Context: an optimization exercise on an open-source flow, tuned for small area, a short achievable clock period and few clock cycles. The choices shown serve that exercise and are no tape-out recipe.
Function was checked by simulation only, so behaviour that the tests miss may differ from the original.

### run.sh
#!/bin/bash
# synth_recipe.tcl (not shown) runs the flow's synth.tcl, then flattens the netlist and writes it again
# the make line also repeats each setting of config.mk as NAME=value (left out here)
make -C /OpenROAD-flow-scripts/flow DESIGN_CONFIG=/design/flow/config.mk WORK_HOME=/design/flow/orfs CLKGATE_MAP_FILE= SYNTH_SCRIPT=/design/flow/synth_recipe.tcl finish
### config.mk
export PLATFORM = sky130hd
export DESIGN_NAME = core_top
export DESIGN_NICKNAME = core_top
export VERILOG_FILES = /design/flow/design.v
export SDC_FILE = /design/flow/constraint.sdc
export NUM_CORES = 4
export LEC_CHECK = 0
export CAP_MARGIN = 20
export CORE_MARGIN = 2
export CORE_UTILIZATION = 40
export SLEW_MARGIN = 20
### constraint.sdc
create_clock -name core_clock -period 12.0 [get_ports {CLK}]
set_input_delay 2.4000 -clock core_clock [delete_from_list [all_inputs] [get_ports {CLK}]]
set_output_delay 2.4000 -clock core_clock [all_outputs]
set_load 0.01 [all_outputs]
### design.v
`timescale 1ns/1ps
package core_pkg;
    typedef enum logic [3:0] {
        OP_SYS   = 4'd0,
        OP_ARITH = 4'd1,
        OP_LOGIC = 4'd2,
        OP_STORE = 4'd3,
        OP_MOVLL = 4'd4,
        OP_MOVLH = 4'd5,
        OP_MOVHL = 4'd6,
        OP_MOVHH = 4'd7,
        OP_ADDB  = 4'd8,
        OP_SUBB  = 4'd9,
        OP_MULB  = 4'd10
    } op_e;
    typedef enum logic [4:0] {
        F_END    = 5'd0,
        F_RET    = 5'd1,
        F_NOP    = 5'd3,
        F_OUT    = 5'd12,
        F_PUSHL  = 5'd13,
        F_PUSHH  = 5'd14,
        F_MOV    = 5'd16,
        F_NOT    = 5'd17,
        F_NEG    = 5'd18,
        F_LDRAML = 5'd24,
        F_LDRAMH = 5'd25,
        F_POPL   = 5'd26,
        F_POPH   = 5'd27,
        F_MOVL   = 5'd29,
        F_MOVH   = 5'd30,
        F_MOVD   = 5'd31
    } func_e;
    typedef enum logic [2:0] {
        C_CALL, C_JMP, C_JEZ, C_JNZ, C_JAZ, C_JBZ, C_JAEZ, C_JBEZ
    } cond_e;
    typedef enum logic [3:0] {
        ALU_PASS, ALU_NOT, ALU_NEG, ALU_ADD, ALU_SUB, ALU_MUL, ALU_AND, ALU_OR, ALU_XOR
    } alu_op_e;
    typedef union packed {
        struct packed {
            logic                    kind;
            op_e                     op;
            logic [3-1:0] rd;
            logic [3-1:0] ra;
            logic [3-1:0] rb;
            logic [1:0]              sub;
        } reg_f;
        struct packed {
            logic                    kind;
            op_e                     op;
            logic [3-1:0] rd;
            logic [7:0]              imm;
        } imm_f;
        struct packed {
            logic                    kind;   
            cond_e                   cond;
            logic [12-1:0] addr;
        } jmp_f;
    } instr_u;
endpackage
`timescale 1ns/1ps
module core_regfile (
    input  logic                    CLK,
    input  logic                    arst_n,
    input  logic [3-1:0] rd_idx0,
    input  logic [3-1:0] rd_idx1,
    input  logic [3-1:0] wr_idx,
    input  logic                    wr_en_h,
    input  logic                    wr_en_l,
    input  logic [32-1:0] wr_data,
    output logic [32-1:0] rd_data0,
    output logic [32-1:0] rd_data1
);
    localparam int NREGS = 1 << 3;
    localparam int HALF  = 32 / 2;
    logic [32-1:0] regs [NREGS];
    always_ff @(posedge CLK or negedge arst_n) begin
        if (!arst_n) begin
            for (int i = 0; i < NREGS; i++) begin
                regs[i] <= '0;
            end
        end else begin
            if (wr_en_h) begin
                regs[wr_idx][32-1:HALF] <= wr_data[32-1:HALF];
            end
            if (wr_en_l) begin
                regs[wr_idx][HALF-1:0] <= wr_data[HALF-1:0];
            end
        end
    end
    assign rd_data0 = regs[rd_idx0];
    assign rd_data1 = regs[rd_idx1];
endmodule
`timescale 1ns/1ps
module core_alu (
    input  core_pkg::alu_op_e       alu_op,
    input  logic [32-1:0] arg0,
    input  logic [32-1:0] arg1,
    output logic [32-1:0] ans
);
    always_comb begin
        case (alu_op)
            core_pkg::ALU_PASS: begin
                ans = arg0;
            end
            core_pkg::ALU_NOT: begin
                ans = ~arg0;
            end
            core_pkg::ALU_NEG: begin
                ans = -arg0;
            end
            core_pkg::ALU_ADD: begin
                ans = arg0 + arg1;
            end
            core_pkg::ALU_SUB: begin
                ans = arg0 - arg1;
            end
            core_pkg::ALU_MUL: begin
                ans = arg0 * arg1;   
            end
            core_pkg::ALU_AND: begin
                ans = arg0 & arg1;
            end
            core_pkg::ALU_OR: begin
                ans = arg0 | arg1;
            end
            core_pkg::ALU_XOR: begin
                ans = arg0 ^ arg1;
            end
            default: begin
                ans = arg0;
            end
        endcase
    end
endmodule
`timescale 1ns/1ps
module core_control (
    input  logic                     CLK,
    input  logic                     arst_n,
    input  logic [16-1:0] ram_q,
    input  logic [32-1:0]  rd_data0,
    input  logic [32-1:0]  rd_data1,
    input  logic [32-1:0]  alu_ans,
    output logic [3-1:0]  rd_idx0,
    output logic [3-1:0]  rd_idx1,
    output logic [3-1:0]  wr_idx,
    output logic                     wr_en_h,
    output logic                     wr_en_l,
    output logic [32-1:0]  wr_data,
    output core_pkg::alu_op_e        alu_op,
    output logic [32-1:0]  alu_arg1,
    output logic [12-1:0]  ram_addr,
    output logic                     ram_wren,
    output logic [16-1:0] ram_data,
    output logic                     [32-1:0] out_data,
    output logic                     running
);
    localparam int HALF   = 32 / 2;
    localparam int PAGE_W = 12 - 10;
    typedef enum logic [2:0] {
        S_ISSUE, S_WAIT, S_EXEC, S_MADDR, S_MHIGH, S_MDATA, S_STORE, S_HALT
    } state_e;
    state_e                  state;
    logic [16-1:0] ir;
    logic [3-1:0] ir_rd;
    logic [3-1:0] ir_ra;
    logic [3-1:0] ir_rb;
    logic [1:0]              ir_sub;
    logic [7:0]              ir_imm;
    logic [12-1:0] ir_addr;
    logic [12-1:0] ip;
    logic [10-1:0]   sp;
    logic [3-1:0] pend_idx;
    logic                    pend_h;
    logic                    pend_l;
    core_pkg::op_e                     op;
    core_pkg::func_e                   func;
    core_pkg::cond_e                   cond;
    logic                    is_jump;
    logic                    is_sys;
    logic                    is_imm;
    logic                    is_movd;
    logic                    is_ret;
    logic                    exec_wr;
    logic                    write_high;
    logic                    taken;
    logic [32-1:0] ex_data;
    logic [12-1:0] ip_inc;
    logic [12-1:0] ip_inc2;
    logic [12-1:0] jmp_target;
    logic [10-1:0]   sp_inc;
    logic [10-1:0]   sp_dec;
    assign ir_rd   = ir[10:8];
    assign ir_ra   = ir[7:5];
    assign ir_rb   = ir[4:2];
    assign ir_sub  = ir[1:0];
    assign ir_imm  = ir[7:0];
    assign ir_addr = ir[11:0];
    assign op      = core_pkg::op_e'(ir[14:11]);
    assign func    = core_pkg::func_e'({ir_rb, ir_sub});
    assign cond    = core_pkg::cond_e'(ir[14:12]);
    assign is_jump = ir[15];
    assign is_sys  = !is_jump && (op == core_pkg::OP_SYS);
    assign is_imm  = !is_jump && (op >= core_pkg::OP_MOVLL) && (op <= core_pkg::OP_MULB);
    assign is_movd = is_sys && (func == core_pkg::F_MOVD);
    assign is_ret  = is_sys && (func == core_pkg::F_RET);
    assign ip_inc     = ip + 1'b1;
    assign ip_inc2    = ip + 2'd2;
    assign sp_inc     = sp + 1'b1;
    assign sp_dec     = sp - 1'b1;
    assign jmp_target = taken ? ir_addr : ip_inc;
    assign rd_idx0  = is_jump ? 3'(5) :
                      (is_imm ? ir_rd : ir_ra);
    assign rd_idx1  = ir_rb;
    assign alu_arg1 = (!is_jump && (op == core_pkg::OP_ARITH || op == core_pkg::OP_LOGIC)) ?
                      rd_data1 : 32'(ir_imm);
    assign write_high = (is_sys && func == core_pkg::F_PUSHH) ||
                        (!is_jump && op == core_pkg::OP_STORE && ir_sub == 2'd1);
    always_comb begin
        alu_op = core_pkg::ALU_PASS;
        if (!is_jump) begin
            case (op)
                core_pkg::OP_ARITH: begin
                    case (ir_sub)
                        2'd0: alu_op = core_pkg::ALU_ADD;
                        2'd1: alu_op = core_pkg::ALU_SUB;
                        default: alu_op = core_pkg::ALU_MUL;
                    endcase
                end
                core_pkg::OP_LOGIC: begin
                    case (ir_sub)
                        2'd0: alu_op = core_pkg::ALU_AND;
                        2'd1: alu_op = core_pkg::ALU_OR;
                        default: alu_op = core_pkg::ALU_XOR;
                    endcase
                end
                core_pkg::OP_ADDB: alu_op = core_pkg::ALU_ADD;
                core_pkg::OP_SUBB: alu_op = core_pkg::ALU_SUB;
                core_pkg::OP_MULB: alu_op = core_pkg::ALU_MUL;
                core_pkg::OP_SYS: begin
                    if (func == core_pkg::F_NOT) begin
                        alu_op = core_pkg::ALU_NOT;
                    end else if (func == core_pkg::F_NEG) begin
                        alu_op = core_pkg::ALU_NEG;
                    end
                end
                default: alu_op = core_pkg::ALU_PASS;
            endcase
        end
    end
    always_comb begin
        ex_data = alu_ans;
        case (op)
            core_pkg::OP_MOVLL: ex_data[7:0]   = ir_imm;
            core_pkg::OP_MOVLH: ex_data[15:8]  = ir_imm;
            core_pkg::OP_MOVHL: ex_data[23:16] = ir_imm;
            core_pkg::OP_MOVHH: ex_data[31:24] = ir_imm;
            default: ;
        endcase
    end
    always_comb begin
        exec_wr = 1'b0;
        if (!is_jump) begin
            case (op)
                core_pkg::OP_ARITH, core_pkg::OP_LOGIC: exec_wr = (ir_sub != 2'd3);
                core_pkg::OP_SYS: exec_wr = (func == core_pkg::F_MOV) || (func == core_pkg::F_NOT) ||
                                  (func == core_pkg::F_NEG);
                default: exec_wr = is_imm;
            endcase
        end
    end
    always_comb begin
        case (cond)
            core_pkg::C_CALL, core_pkg::C_JMP: taken = 1'b1;
            core_pkg::C_JEZ: taken = ~|rd_data0;
            core_pkg::C_JNZ: taken = |rd_data0;
            core_pkg::C_JAZ: taken = !rd_data0[32-1] && |rd_data0;
            core_pkg::C_JBZ: taken = rd_data0[32-1];
            core_pkg::C_JAEZ: taken = !rd_data0[32-1];
            core_pkg::C_JBEZ: taken = rd_data0[32-1] || ~|rd_data0;
            default: taken = 1'b0;
        endcase
    end
    always_comb begin
        wr_idx  = ir_rd;
        wr_en_h = 1'b0;
        wr_en_l = 1'b0;
        wr_data = ex_data;
        case (state)
            S_EXEC: begin
                wr_en_h = exec_wr;
                wr_en_l = exec_wr;
            end
            S_MHIGH: begin   
                wr_idx  = pend_idx;
                wr_en_h = 1'b1;
                wr_data = {ram_q, ram_q};
            end
            S_MDATA: begin
                wr_idx  = pend_idx;
                wr_en_h = pend_h;
                wr_en_l = pend_l;
                wr_data = {ram_q, ram_q};
            end
            default: ;
        endcase
    end
    always_ff @(posedge CLK) begin
        if (state == S_WAIT) begin
            ir <= ram_q;
        end
        if (state == S_EXEC) begin
            pend_idx <= ir_rd;
            if (is_jump) begin
                ram_data <= 16'(ip_inc);   
            end else if (write_high) begin
                ram_data <= rd_data0[32-1:HALF];
            end else begin
                ram_data <= rd_data0[HALF-1:0];
            end
        end
    end
    always_ff @(posedge CLK or negedge arst_n) begin
        if (!arst_n) begin
            state    <= S_ISSUE;
            ip       <= 12'(8);
            ram_addr <= 12'(8);
            sp       <= '1;
            ram_wren <= 1'b0;
            out_data <= '0;
            running  <= 1'b1;
            pend_h   <= 1'b0;
            pend_l   <= 1'b0;
        end else begin
            case (state)
                S_ISSUE: state <= S_WAIT;
                S_WAIT: state <= S_EXEC;
                S_EXEC: begin
                    state    <= S_ISSUE;
                    ip       <= ip_inc;
                    ram_addr <= ip_inc;
                    pend_h   <= 1'b0;
                    pend_l   <= 1'b0;
                    if (is_jump) begin
                        if (cond == core_pkg::C_CALL) begin
                            sp       <= sp_dec;
                            ram_addr <= {{PAGE_W{1'b1}}, sp};
                            ram_wren <= 1'b1;
                            ip       <= ir_addr;
                            state    <= S_STORE;
                        end else begin
                            ip       <= jmp_target;
                            ram_addr <= jmp_target;
                        end
                    end else if (op == core_pkg::OP_STORE && !ir_sub[1]) begin
                        ram_addr <= rd_data1[12-1:0];
                        ram_wren <= 1'b1;
                        state    <= S_STORE;
                    end else if (is_sys) begin
                        case (func)
                            core_pkg::F_END: begin
                                running <= 1'b0;
                                state   <= S_HALT;
                            end
                            core_pkg::F_RET: begin
                                sp       <= sp_inc;
                                ram_addr <= {{PAGE_W{1'b1}}, sp_inc};
                                state    <= S_MADDR;
                            end
                            core_pkg::F_NOP: ;
                            core_pkg::F_OUT: out_data <= alu_ans;
                            core_pkg::F_PUSHL, core_pkg::F_PUSHH: begin
                                sp       <= sp_dec;
                                ram_addr <= {{PAGE_W{1'b1}}, sp};
                                ram_wren <= 1'b1;
                                state    <= S_STORE;
                            end
                            core_pkg::F_LDRAML, core_pkg::F_LDRAMH: begin
                                ram_addr <= rd_data0[12-1:0];
                                pend_l   <= (func == core_pkg::F_LDRAML);
                                pend_h   <= (func == core_pkg::F_LDRAMH);
                                state    <= S_MADDR;
                            end
                            core_pkg::F_POPL, core_pkg::F_POPH: begin
                                sp       <= sp_inc;
                                ram_addr <= {{PAGE_W{1'b1}}, sp_inc};
                                pend_l   <= (func == core_pkg::F_POPL);
                                pend_h   <= (func == core_pkg::F_POPH);
                                state    <= S_MADDR;
                            end
                            core_pkg::F_MOVL, core_pkg::F_MOVH, core_pkg::F_MOVD: begin
                                ip       <= ip_inc2;   
                                pend_l   <= (func != core_pkg::F_MOVH);
                                pend_h   <= (func == core_pkg::F_MOVH);
                                state    <= S_MADDR;
                            end
                            default: ;
                        endcase
                    end
                end
                S_MADDR: begin
                    if (is_movd) begin
                        ram_addr <= ip;
                        ip       <= ip_inc;
                        state    <= S_MHIGH;
                    end else begin
                        state    <= S_MDATA;
                    end
                end
                S_MHIGH: state <= S_MDATA;
                S_MDATA: begin
                    state <= S_ISSUE;
                    if (is_ret) begin
                        ip       <= ram_q[12-1:0];
                        ram_addr <= ram_q[12-1:0];
                    end else begin
                        ram_addr <= ip;
                    end
                end
                S_STORE: begin
                    ram_wren <= 1'b0;
                    ram_addr <= ip;
                    state    <= S_ISSUE;
                end
                S_HALT: state <= S_HALT;
                default: state <= S_ISSUE;
            endcase
        end
    end
endmodule
`timescale 1ns/1ps
module core_top (
    input  logic                     CLK,
    input  logic                     arst_n,
    input  logic [16-1:0] ram_q,
    output logic [12-1:0]  ram_addr,
    output logic                     ram_wren,
    output logic [16-1:0] ram_data,
    output logic [32-1:0]  out_data,
    output logic                     running
);
    logic [3-1:0] rd_idx0;
    logic [3-1:0] rd_idx1;
    logic [3-1:0] wr_idx;
    logic                    wr_en_h;
    logic                    wr_en_l;
    logic [32-1:0] wr_data;
    logic [32-1:0] rd_data0;
    logic [32-1:0] rd_data1;
    logic [32-1:0] alu_arg1;
    logic [32-1:0] alu_ans;
    core_pkg::alu_op_e                 alu_op;
    core_control u_control (
        .CLK      (CLK),
        .arst_n   (arst_n),
        .ram_q    (ram_q),
        .rd_data0 (rd_data0),
        .rd_data1 (rd_data1),
        .alu_ans  (alu_ans),
        .rd_idx0  (rd_idx0),
        .rd_idx1  (rd_idx1),
        .wr_idx   (wr_idx),
        .wr_en_h  (wr_en_h),
        .wr_en_l  (wr_en_l),
        .wr_data  (wr_data),
        .alu_op   (alu_op),
        .alu_arg1 (alu_arg1),
        .ram_addr (ram_addr),
        .ram_wren (ram_wren),
        .ram_data (ram_data),
        .out_data (out_data),
        .running  (running)
    );
    core_regfile u_regfile (
        .CLK      (CLK),
        .arst_n   (arst_n),
        .rd_idx0  (rd_idx0),
        .rd_idx1  (rd_idx1),
        .wr_idx   (wr_idx),
        .wr_en_h  (wr_en_h),
        .wr_en_l  (wr_en_l),
        .wr_data  (wr_data),
        .rd_data0 (rd_data0),
        .rd_data1 (rd_data1)
    );
    core_alu u_alu (
        .alu_op (alu_op),
        .arg0   (rd_data0),
        .arg1   (alu_arg1),
        .ans    (alu_ans)
    );
endmodule
==> impl_metrics.ini <==
[clock_network]
cts_tree = built
cts_max_level = 2
cts.sinks = 364
cts_buffers = 40
root_buffer = clkbuf_16
clk_latency_ns = 0.57
clk_pin_slew_ns = 0.07
cts_buffer_depth = 3

[routing]
wire_per_inst_um = 33.5
via_count = 42300
dr.pass1.iters = 6
wl_um = 223000
post_drt_via_cell_ratio = 6.36
ant_nets = 0
drc_errors = 0
drt_iter0_drc = 5934

[synth]
synthTopCellsByArea = fa_1 (19%), dfrtp_1 (19%), ha_1 (6.6%)
ys_async_sr_fraction_pct = 90.4
ys_seq_elements = 364
ys_seq_area_share_pct = 21.8
yosysTopAreaCellShare_pct = 19.2
syn_nets = 5780
synthCells = 5129
synth_cell_types = 108
synthFlopType = dfrtp_1
ys_warn_count = 4
netlist_area_um2 = 42600
syn-mean-instance-area_um2 = 8.31
synth.top_cells.by_count = nand2_1 (688), inv_1 (527), nor2_1 (502)
synth-edff-count = 35
yosysMostFrequentCell = nand2_1
yosysTopAreaCell = fa_1

[floorplan]
ios = 80
die_w_um = 330
fp.dieH_um = 330
dieArea_um2 = 109000
core_region_area_um2 = 105000
start_util_pct = 40.4
rows = 119

[worst_hold_path]
whs_path_depth = 2
holdCritStartpoint = u_control.out_data[3]
hp-class = flip-flop to flip-flop
hold_end = u_control.out_data[3]

[setup_path]
critPathSlowestCell = nor4_1
crit_buf_inv = 8
cp-end-kind = flip-flop
slowest_delay_ns = 0.81
cp-start-kind = flip-flop
worstPathRequired_ns = 12.45
r2r_cells = 36
cp.arrival_ns = 12.15
critical_path_class = flip-flop to flip-flop
cp_common_cell = fa_1
reg2reg_slack_ns = 0.30
reg2reg_to = u_regfile.regs[0][31]
r2r_start = u_control.ir[13]
critPathTopFamily = adder cells
cp_max_fo = 22

[cells_and_area]
final_nets = 5867
drive_above_1_share_pct = 10.6
fin_cells = 6645
nFillCells = 10600
area_growth_syn_to_layout_pct = 11.9

[timing]
fmax_ghz = 0.0855
setup_ws_ns = 0.303
skew_ns = 0.0305
hold_viol_final = 0
finalSetupViolCount = 0
tns_ns = 0
period_needed_ns = 11.70
worst_slew_pin_slew_ns = 1.25
drv_slew = 0
rsz0062_at_grt = no
finalCritPeriodShare_pct = 97.5
max_slew_margin_pct = 16.1

[placement]
dp_hpwl_um = 173000
dpl.cell_count = 6564
routabilityCongestion = 1.09
pre_cts_ws_ns = 0.484
port_buffers = 79

[outcome]
status = finished clean

[grt]
grt_pass1_vias = 41700
grtUsageTotal_pct = 40.7
grt_pass1_wl_um = 315000
grt_overflow = 0
antenna_found_initial = 17
grt_max_degree = 147

[flow_run]
maxCapViolations = 0
==> how the worst max path moves through the flow <==
| stage | startpoint | end | slack, ns | cells past startpoint |
|---|---|---|---|---|
| global placement | u_control.ir[13] | u_regfile.regs[1][28] | 0.64 | 36 |
| floorplan | u_control.ir[11] | u_regfile.regs[0][31] | 2.45 | 35 |
| global route | u_control.ir[13] | u_regfile.regs[0][31] | 0.02 | 36 |
| detailed placement | u_control.ir[13] | u_regfile.regs[6][28] | 0.48 | 36 |
| finish | u_control.ir[13] | u_regfile.regs[0][31] | 0.30 | 36 |
| CTS | u_control.ir[13] | u_regfile.regs[0][31] | 0.40 | 33 |
==> worst register-to-register path: cells and delay by family, from the launching register on <==
| family | cells | cell delay, ns |
|---|---|---|
| AOI/OAI and AO/OA | 7 | 2.04 |
| xor gates and xnor gates | 10 | 2.19 |
| adders and majority gates | 8 | 3.90 |
| buffers and inverters | 8 | 1.59 |
| DFF | 1 | 0.52 |
| muxes | 1 | 0.27 |
| and+or+nand+nor | 2 | 1.06 |
==> logic make-up after synthesis <==
logic type | Yosys count | synth area share [%]
flip-flops | 364 | 21.8
buffers and inverters | 905 | 8.29
multiplexers | 124 | 3.09
XOR/XNOR | 152 | 3.45
AO/OA/AOI/OAI | 1350 | 21.0
AND/OR/NAND/NOR | 1600 | 16.6
adder cells (fa/ha/maj) | 634 | 25.8
==> what timing repair did <==
item | CTS | global route
setup endpoints to repair | 0 | 26
hold buffers | 0 | 0
gates resized for setup | 0 | 2
setup buffers | 0 | 0
==> flip-flops by register name (all words and copies together) (netlist names) <==
register / cells
u_regfile.regs: 256
u_control.out_data: 32
u_control.ir: 16
u_control.ram_data: 16
u_control.ip: 12
u_control.ram_addr: 12
u_control.sp: 10
u_control.pend_idx: 3
u_control.state: 3
u_control.pend_h: 1
u_control.pend_l: 1
u_control.ram_wren: 1
u_control.running: 1
==> metrics by stage <==
step | utilization, % | hold WS, ns | cell area (um2)
2_1_floorplan | - | 0.446 | 42600
6_report | 45.3 | 0.486 | 47700
3_5_place_dp | 44.0 | 0.474 | 46400
3_3_place_gp | 44.0 | 0.467 | 46400
4_1_cts | 45.2 | 0.486 | 47600
5_1_grt | 45.2 | 0.513 | 47700
==> cell type report <==
class / count / area [um2] / area share, %
Antenna cell: 9 / 22.5 / 0.0472
Clock buffer: 55 / 1120 / 2.34
Clock inverter: 16 / 136 / 0.286
Inverter: 555 / 2080 / 4.37
Multi-Input combinational cell: 3860 / 30000 / 62.9
Sequential cell: 364 / 9300 / 19.5
Tap cell: 1391 / 1740 / 3.65
Timing Repair Buffer: 395 / 3320 / 6.96
==> placed cells by master, fill, tap and decap left out, drive strengths merged, types with 50 or more instances in the layout <==
master,n
nor3,59
xnor2,112
dfrtp,316
mux2,50
ha,224
a221oi,58
a21o,54
nand3,100
inv,544
clkdlybuf4s50,78
nand2,688
o21ai,450
fa,409
buf,317
mux2i,73
a21oi,261
nor2,509
clkbuf,55
==> per-layer routing <==
metal / share of wire [%] / GRT usage (%)
met1: 38 / 50.9
met3: 11 / 11.0
met5: 0.035 / 0
met2: 42 / 60.8
met4: 8.7 / 28.7
Testbench counts, summed over its fixed seeds: cycles 202,911.

==> separate check: timing with driven ports <==
Ports are ideal in the flow. The routed layout listed here was re-timed in OpenROAD. Step 1, drivers: a clkbuf_16 drives CLK and a buf_2 each remaining input, both assumed. Step 2 times the ports against the registers' clock, not the clock port: input delays grow and output delays shrink by t, the midpoint of the rising clock arrivals with the driver on. Slacks: no drivers / after step 1 / after step 2; pairs: no drivers / after step 1.
t (ns): 0.625
setup slack, ns: 0.303 / 0.303 / 0.303
latest minus earliest clock arrival (ns): 0.031 / 0.031
cell pins on the clock port's net: 1
After both steps this run still meets setup and hold. For this run, drivers alone change the setup slack by 0.000 ns; drivers and shift together by 0.000 ns.
